From an optimization exercise on the open Yosys and OpenROAD flow, aimed at small area; shortcuts taken in it are not production practice. Function was checked by simulation only, so behaviour that the tests miss may differ from the original. No activity file was given, so power comes from the tool's default toggle rates.

== exp/zinc ==
==> flow/design.v <==
`timescale 1ns/10ps
package core_pkg;
    localparam int WORD_W    = 32;
    localparam int REG_IDX_W = 5;
    typedef logic [WORD_W-1:0]    word_t;
    typedef logic [REG_IDX_W-1:0] reg_idx_t;
    typedef logic [4:0]           opcode_t;
    typedef logic [4:0]           alu_op_t;
    localparam opcode_t OP_RTYPE = 5'd0;
    localparam opcode_t OP_J     = 5'd1;
    localparam opcode_t OP_BNE   = 5'd2;
    localparam opcode_t OP_ADDI  = 5'd5;
    localparam alu_op_t ALU_ADD = 5'd0;
    localparam alu_op_t ALU_SUB = 5'd1;
    localparam alu_op_t ALU_AND = 5'd2;
    localparam alu_op_t ALU_OR  = 5'd3;
    localparam int OPCODE_MSB = 31;
    localparam int OPCODE_LSB = 27;
    localparam int RD_MSB     = 26;
    localparam int RD_LSB     = 22;
    localparam int RS_MSB     = 21;
    localparam int RS_LSB     = 17;
    localparam int RT_MSB     = 16;
    localparam int RT_LSB     = 12;
    localparam int FUNC_MSB   = 6;
    localparam int FUNC_LSB   = 2;
    localparam int IMM_MSB    = 16;
    localparam int IMM_W      = 17;
    localparam int TARGET_MSB = 26;
    localparam word_t NOP_WORD = '0;
endpackage
`timescale 1ns/10ps
module pipe_core
#(
    parameter logic [31:0] RESET_PC = '0,
    parameter int    NUM_REGS = 32
) (
    input  logic        clock,
    input  logic        rst_n,
    output logic [31:0] imem_addr,
    input  logic [31:0] imem_data,
    output logic        wb_en,
    output logic [4:0]  wb_reg,
    output logic [31:0] wb_data
);
    localparam int NSLOT = 31;
    localparam logic [2:0] S_CLR = 3'd0;
    localparam logic [2:0] S_D   = 3'd1;
    localparam logic [2:0] S_C0  = 3'd2;
    localparam logic [2:0] S_C1  = 3'd3;
    localparam logic [2:0] S_W   = 3'd4;
    logic [2:0]  state;
    logic [4:0]  rot;           
    logic [4:0]  rot_n;
    logic [4:0]  pos;           
    logic [31:0] pc;
    logic [31:0] a;
    logic [31:0] slot [NSLOT];
    logic [4:0]  op, rd, rs, rt, func;
    logic [31:0] imm, target;
    assign op     = imem_data[31:27];
    assign rd     = imem_data[26:22];
    assign rs     = imem_data[21:17];
    assign rt     = imem_data[16:12];
    assign func   = imem_data[6:2];
    assign imm    = {{15{imem_data[16]}}, imem_data[16:0]};
    assign target = {5'b0, imem_data[26:0]};
    logic is_r, is_addi, is_bne, is_j;
    assign is_r    = (op == 5'd0);
    assign is_addi = (op == 5'd5);
    assign is_bne  = (op == 5'd2);
    assign is_j    = (op == 5'd1);
    logic [4:0] naddr;
    always_comb begin
        case (state)
            S_C0:    naddr = is_bne ? rd : rt;
            S_D:     naddr = rs;
            default: naddr = rd;
        endcase
    end
    assign rot_n = (rot == 5'd30) ? 5'd0 : rot + 5'd1;
    logic [5:0] psum;
    logic [4:0] pos_n;
    assign psum  = {1'b0, naddr} + {1'b0, rot_n};
    assign pos_n = (naddr == 5'd0) ? 5'd31 :
                   (psum >= 6'd31) ? 5'(psum - 6'd31) : psum[4:0];
    logic [31:0] port;
    always_comb begin
        port = '0;
        for (int s = 0; s < NSLOT; s++) begin
            if (pos == 5'(s)) port = port | slot[s];
        end
    end
    function automatic logic is_head(int s);
        is_head = (s == 0 || s == 5 || s == 10 || s == 15 || s == 19 || s == 23 || s == 27);
    endfunction
    logic at_head;
    always_comb begin
        at_head = 1'b0;
        for (int s = 0; s < NSLOT; s++)
            if (is_head(s) && pos == 5'((s + NSLOT - 1) % NSLOT)) at_head = 1'b1;
    end
    logic wr, done;
    assign wr   = (is_r || is_addi) && (rd != 5'd0);
    assign done = !wr || at_head;
    logic        in_w, in_c1, taken, sub, cin;
    logic        x_pc, x_a, y_imm, y_tgt, y_port;
    logic [31:0] x, y, sum, res;
    assign in_w   = (state == S_W);
    assign in_c1  = (state == S_C1);
    assign taken  = is_bne && (a != 32'd0);
    assign x_pc   = in_w && !is_j;
    assign x_a    = in_c1;
    assign y_imm  = in_w ? taken : (in_c1 && is_addi);
    assign y_tgt  = in_w && is_j;
    assign y_port = (state == S_C0) || (in_c1 && !is_addi);
    assign sub    = in_c1 && (is_bne || (is_r && func == 5'd1));
    assign cin    = x_pc || sub;
    assign x   = ({32{x_pc}} & pc) | ({32{x_a}} & a);
    assign y   = ({32{y_imm}} & imm) | ({32{y_tgt}} & target) | ({32{y_port}} & port);
    assign sum = x + (y ^ {32{sub}}) + {31'd0, cin};
    always_comb begin
        res = sum;
        if (in_c1 && is_r) begin
            case (func)
                5'd0, 5'd1: res = sum;
                5'd2:       res = x & y;
                5'd3:       res = x | y;
                default:    res = '0;
            endcase
        end
    end
    always_ff @(posedge clock or negedge rst_n) begin
        if (!rst_n) begin
            state <= S_CLR;
            rot   <= '0;
            pc    <= RESET_PC;
        end else begin
            rot <= rot_n;
            state <= state_n;
            if (in_w && done) pc <= sum;
        end
    end
    always_ff @(posedge clock) begin
        pos <= pos_n;
        if (state != S_D && state != S_W) a <= res;
    end
    logic wr_now;
    assign wr_now = in_w && wr;
    logic clr;
    assign clr = (state == S_CLR);
    logic [2:0] state_n;
    always_comb begin
        case (state)
            S_CLR:   state_n = (rot == 5'd6) ? S_D : S_CLR;
            S_D:     state_n = S_C0;
            S_C0:    state_n = S_C1;
            S_C1:    state_n = S_W;
            default: state_n = done ? S_D : S_W;
        endcase
    end
    logic [NSLOT-1:0] hw_d, hw, hw_n;
    always_comb begin
        for (int s = 0; s < NSLOT; s++)
            hw_d[s] = is_head(s) && ((state_n == S_CLR) ||
                      ((state_n == S_W) && wr && pos_n == 5'((s + NSLOT - 1) % NSLOT)));
    end
    always_ff @(posedge clock) begin
        for (int s = 0; s < NSLOT; s++) begin
            if (is_head(s)) begin
                hw[s]   <= hw_d[s];
                hw_n[s] <= !hw_d[s];
            end
        end
    end
    always_ff @(posedge clock) begin
        for (int s = 0; s < NSLOT; s++) begin
            if (is_head(s))
                slot[s] <= (a & {32{hw[s]}}) | (slot[(s + NSLOT - 1) % NSLOT] & {32{hw_n[s]}});
            else
                slot[s] <= slot[(s + NSLOT - 1) % NSLOT];
        end
    end
    assign imem_addr = pc;
    assign wb_en     = wr_now && at_head;
    assign wb_reg    = rd;
    assign wb_data   = a;
endmodule
export LEC_CHECK = 0
export CAP_MARGIN = 0
export CELL_PAD_IN_SITES_DETAIL_PLACEMENT = 1
export CORE_MARGIN = 2
export CORE_UTILIZATION = 55
export CTS_BUF_LIST = sky130_fd_sc_hd__clkbuf_8
export CTS_CLUSTER_DIAMETER = 70
export CTS_CLUSTER_SIZE = 16
export PLACE_DENSITY = 0.65
export SLEW_MARGIN = 0
create_clock -name core_clock -period 10.0 [get_ports {clock}]
standard.sh (not shown) runs the stock make flow with config.mk's settings and CLKGATE_MAP_FILE= SYNTH_SCRIPT=/design/flow/synth_recipe.tcl, a recipe that flattens the netlist after the stock synthesis.
==> flow/flow/run.sh <==
#!/bin/bash
# Own flow: the standard layout (standard.sh) with two changes:
#  - synthesis maps the combinational logic with abc's area-oriented script
#    flow/area.abc instead of the delay-oriented one; registers come from the
#    same dfflibmap step as the standard synthesis, so their names and cell
#    types are unchanged
#  - port buffers are buf_1 instead of clkdlybuf4s50_1
# Each step's output goes to its own log file here.
set -euo pipefail
W=$(pwd)
{
  cat <<EOT
proc abc {args} {
  set i [lsearch -exact \$args -script]
  if {\$i >= 0} { lset args [expr {\$i + 1}] $W/flow/area.abc }
  yosys abc {*}\$args
}
EOT
  cat "$W/synth_recipe.tcl"
} > "$W/own_synth.tcl"
sed -e "s#SYNTH_SCRIPT=[^ ]*#SYNTH_SCRIPT=$W/own_synth.tcl 'BUFFER_PORTS_ARGS=-buffer_cell sky130_fd_sc_hd__buf_1'#" \
    "$W/standard.sh" > "$W/own_standard.sh"
bash "$W/own_standard.sh" synth > "$W/synth.log" 2>&1
bash "$W/own_standard.sh" > "$W/layout.log" 2>&1
==> flow/flow/area.abc <==
strash
ifraig
scorr
dc2
strash
&get -n
&st
&dch -f
&nf -a -R 1000
&st
&dch -f
&nf -a -R 1000
&put
topo
stime -c
Inputs modified between exp/zinc and exp/delta:
# exp/zinc
export LEC_CHECK = 0
export CAP_MARGIN = 0
export CELL_PAD_IN_SITES_DETAIL_PLACEMENT = 1
export CORE_MARGIN = 2
export CORE_UTILIZATION = 55
export CTS_BUF_LIST = sky130_fd_sc_hd__clkbuf_8
export CTS_CLUSTER_DIAMETER = 70
export CTS_CLUSTER_SIZE = 16
export PLACE_DENSITY = 0.65
export SLEW_MARGIN = 0
create_clock -name core_clock -period 10.0 [get_ports {clock}]
# exp/delta
export LEC_CHECK = 0
export CAP_MARGIN = 0
export CELL_PAD_IN_SITES_DETAIL_PLACEMENT = 1
export CORE_MARGIN = 2
export CORE_UTILIZATION = 60
export CTS_BUF_LIST = sky130_fd_sc_hd__clkbuf_8
export CTS_CLUSTER_DIAMETER = 50
export CTS_CLUSTER_SIZE = 16
export PLACE_DENSITY = 0.7
export SLEW_MARGIN = 0
create_clock -name core_clock -period 10.0 [get_ports {clock}]
==> notes.md <==
exp/delta finished every stage and its layout cleared the timing, DRC and antenna checks.
exp/zinc | stages: all done | timing, DRC, antenna: all pass
From exp/zinc to exp/delta the numbers moved as follows: arrival time at the worst endpoint shows an increase of 0.14 ns, met1 wire length fell about 2.7%, initial antenna violation count went up 1, peak clock frequency supported by timing now smaller.
The fraction of area in registers of exp/delta is lower than that of exp/zinc.
Number of nets at the end of the flow delta (exp/zinc -> exp/delta): insignificant
As far as buffer share of cell area is concerned, exp/delta and exp/zinc perform about the same.
[inputs] exp/quartz vs exp/delta
# exp/delta
export LEC_CHECK = 0
export CAP_MARGIN = 0
export CELL_PAD_IN_SITES_DETAIL_PLACEMENT = 1
export CORE_MARGIN = 2
export CORE_UTILIZATION = 60
export CTS_BUF_LIST = sky130_fd_sc_hd__clkbuf_8
export CTS_CLUSTER_DIAMETER = 50
export CTS_CLUSTER_SIZE = 16
export PLACE_DENSITY = 0.7
export SLEW_MARGIN = 0
create_clock -name core_clock -period 10.0 [get_ports {clock}]
# exp/quartz
export LEC_CHECK = 0
export CAP_MARGIN = 0
export CELL_PAD_IN_SITES_DETAIL_PLACEMENT = 1
export CORE_MARGIN = 2
export CORE_UTILIZATION = 50
export CTS_BUF_LIST = sky130_fd_sc_hd__clkbuf_4 sky130_fd_sc_hd__clkbuf_8
export CTS_CLUSTER_DIAMETER = 50
export CTS_CLUSTER_SIZE = 16
export PLACE_DENSITY = 0.6
export SLEW_MARGIN = 0
create_clock -name core_clock -period 10.0 [get_ports {clock}]
## What came out
Looking only at total power, and setting everything else aside, the lower value of exp/quartz and exp/delta goes to exp/delta. First-iteration detailed-routing DRC count in exp/quartz is about 15% below exp/delta. Vias after detailed routing shrinks by a few percent when moving from exp/delta to exp/quartz. Global-route met3 utilization for exp/quartz is lower than for exp/delta. Compared exp/quartz against exp/delta; data required time of the worst path within noise. Looking only at total leakage power, and setting everything else aside, the higher value of exp/quartz and exp/delta goes to exp/quartz. The higher die outline width came out of exp/quartz. Sort exp/quartz and exp/delta by power share of the clock group asc -> top: exp/delta.
For exp/fjord, these inputs were changed with respect to exp/quartz:
# exp/quartz
export LEC_CHECK = 0
export CAP_MARGIN = 0
export CELL_PAD_IN_SITES_DETAIL_PLACEMENT = 1
export CORE_MARGIN = 2
export CORE_UTILIZATION = 50
export CTS_BUF_LIST = sky130_fd_sc_hd__clkbuf_4 sky130_fd_sc_hd__clkbuf_8
export CTS_CLUSTER_DIAMETER = 50
export CTS_CLUSTER_SIZE = 16
export PLACE_DENSITY = 0.6
export SLEW_MARGIN = 0
create_clock -name core_clock -period 10.0 [get_ports {clock}]
# exp/fjord
export LEC_CHECK = 0
export CAP_MARGIN = 20
export CELL_PAD_IN_SITES_DETAIL_PLACEMENT = 1
export CORE_MARGIN = 2
export CORE_UTILIZATION = 45
export CTS_BUF_LIST = sky130_fd_sc_hd__clkbuf_8
export CTS_CLUSTER_DIAMETER = 50
export CTS_CLUSTER_SIZE = 16
export PLACE_DENSITY = 0.55
export SLEW_MARGIN = 20
create_clock -name core_clock -period 10.0 [get_ports {clock}]
Results
exp/fjord finished every stage and its layout cleared the timing, DRC and antenna checks.
exp/quartz has higher via count than exp/fjord.
Detailed-route vias per instance (higher): exp/quartz
On first-iteration DRC count: exp/fjord sits above exp/quartz.
Wire length sits higher in exp/fjord than in exp/quartz.
### exp/fjord -> exp/yarrow
# exp/fjord
export LEC_CHECK = 0
export CAP_MARGIN = 20
export CELL_PAD_IN_SITES_DETAIL_PLACEMENT = 1
export CORE_MARGIN = 2
export CORE_UTILIZATION = 45
export CTS_BUF_LIST = sky130_fd_sc_hd__clkbuf_8
export CTS_CLUSTER_DIAMETER = 50
export CTS_CLUSTER_SIZE = 16
export PLACE_DENSITY = 0.55
export SLEW_MARGIN = 20
create_clock -name core_clock -period 10.0 [get_ports {clock}]
# exp/yarrow
export LEC_CHECK = 0
export CAP_MARGIN = 0
export CELL_PAD_IN_SITES_DETAIL_PLACEMENT = 1
export CORE_MARGIN = 2
export CORE_UTILIZATION = 55
export CTS_BUF_LIST = sky130_fd_sc_hd__clkbuf_8
export CTS_CLUSTER_DIAMETER = 35
export CTS_CLUSTER_SIZE = 20
export PLACE_DENSITY = 0.65
export SLEW_MARGIN = 0
create_clock -name core_clock -period 10.0 [get_ports {clock}]
Findings:
- [exp/yarrow vs exp/fjord] layout net count: higher in exp/yarrow
- The pin slew with the least headroom to its limit in exp/yarrow sits 0.12 ns above the value recorded for exp/fjord.
- Die width was lower in exp/yarrow than in exp/fjord.
Modified inputs, exp/raven compared to exp/yarrow
# exp/yarrow
export LEC_CHECK = 0
export CAP_MARGIN = 0
export CELL_PAD_IN_SITES_DETAIL_PLACEMENT = 1
export CORE_MARGIN = 2
export CORE_UTILIZATION = 55
export CTS_BUF_LIST = sky130_fd_sc_hd__clkbuf_8
export CTS_CLUSTER_DIAMETER = 35
export CTS_CLUSTER_SIZE = 20
export PLACE_DENSITY = 0.65
export SLEW_MARGIN = 0
create_clock -name core_clock -period 10.0 [get_ports {clock}]
# exp/raven
export LEC_CHECK = 0
export CAP_MARGIN = 0
export CELL_PAD_IN_SITES_DETAIL_PLACEMENT = 1
export CORE_MARGIN = 2
export CORE_UTILIZATION = 50
export CTS_BUF_LIST = sky130_fd_sc_hd__clkbuf_8
export CTS_CLUSTER_DIAMETER = 50
export CTS_CLUSTER_SIZE = 16
export PLACE_DENSITY = 0.6
export SLEW_MARGIN = 0
create_clock -name core_clock -period 10.0 [get_ports {clock}]
Notes after the runs:
Clock buffer count in the final layout went down by more than a quarter going from exp/yarrow to exp/raven. Compared with exp/yarrow, the detailed router inserted fewer vias in exp/raven. Looking at number of tap instances across exp/yarrow and exp/raven, the one that comes out lower is exp/yarrow. exp/raven vs. exp/yarrow: cell count was more or less identical; total power after layout dropped 7.9%; area overhead of the layout relative to synthesis has decreased; fraction of power spent switching nets rose by 0.23 points. exp/raven vs exp/yarrow on number of non-clock buffers: exp/raven is the lower one. Looking at maximum frequency from static timing analysis, exp/raven sits below exp/yarrow.

static timing again, ports no longer ideal:
In the flow no input, the clock included, has a driving cell. The finished layouts below were timed again as built, in two steps. Step 1: set_driving_cell puts a clkbuf_16 on clock and a buf_2 on each other input, an assumption about the parent block. Step 2 moves the port delays by t, midway between the first and last clock arrival at a register: inputs arrive t later, outputs are due t later. That takes back most of the time a late clock gives input paths. Slacks: ideal ports / drivers / drivers and shift; pairs: ideal ports / drivers.
run | t, ns | setup slack, ns | worst setup path after step 2 | clock arrival spread, ns
exp/zinc | 0.785 | 1.190 / 1.237 / 0.452 | input to register | 0.062 / 0.062
exp/delta | 0.789 | 1.014 / 1.054 / 0.265 | input to register | 0.046 / 0.046
exp/quartz | 0.780 | 1.207 / 1.245 / 0.465 | input to register | 0.039 / 0.039
exp/fjord | 0.810 | 1.243 / 1.284 / 0.474 | input to register | 0.050 / 0.049
exp/yarrow | 0.887 | 1.292 / 1.334 / 0.447 | input to register | 0.048 / 0.048
exp/raven | 0.778 | 1.108 / 1.147 / 0.369 | input to register | 0.031 / 0.031
After both steps setup and hold are still met in every run listed. For exp/yarrow, which loses most, drivers alone change the setup slack by +0.042 ns; drivers and shift together by -0.845 ns.
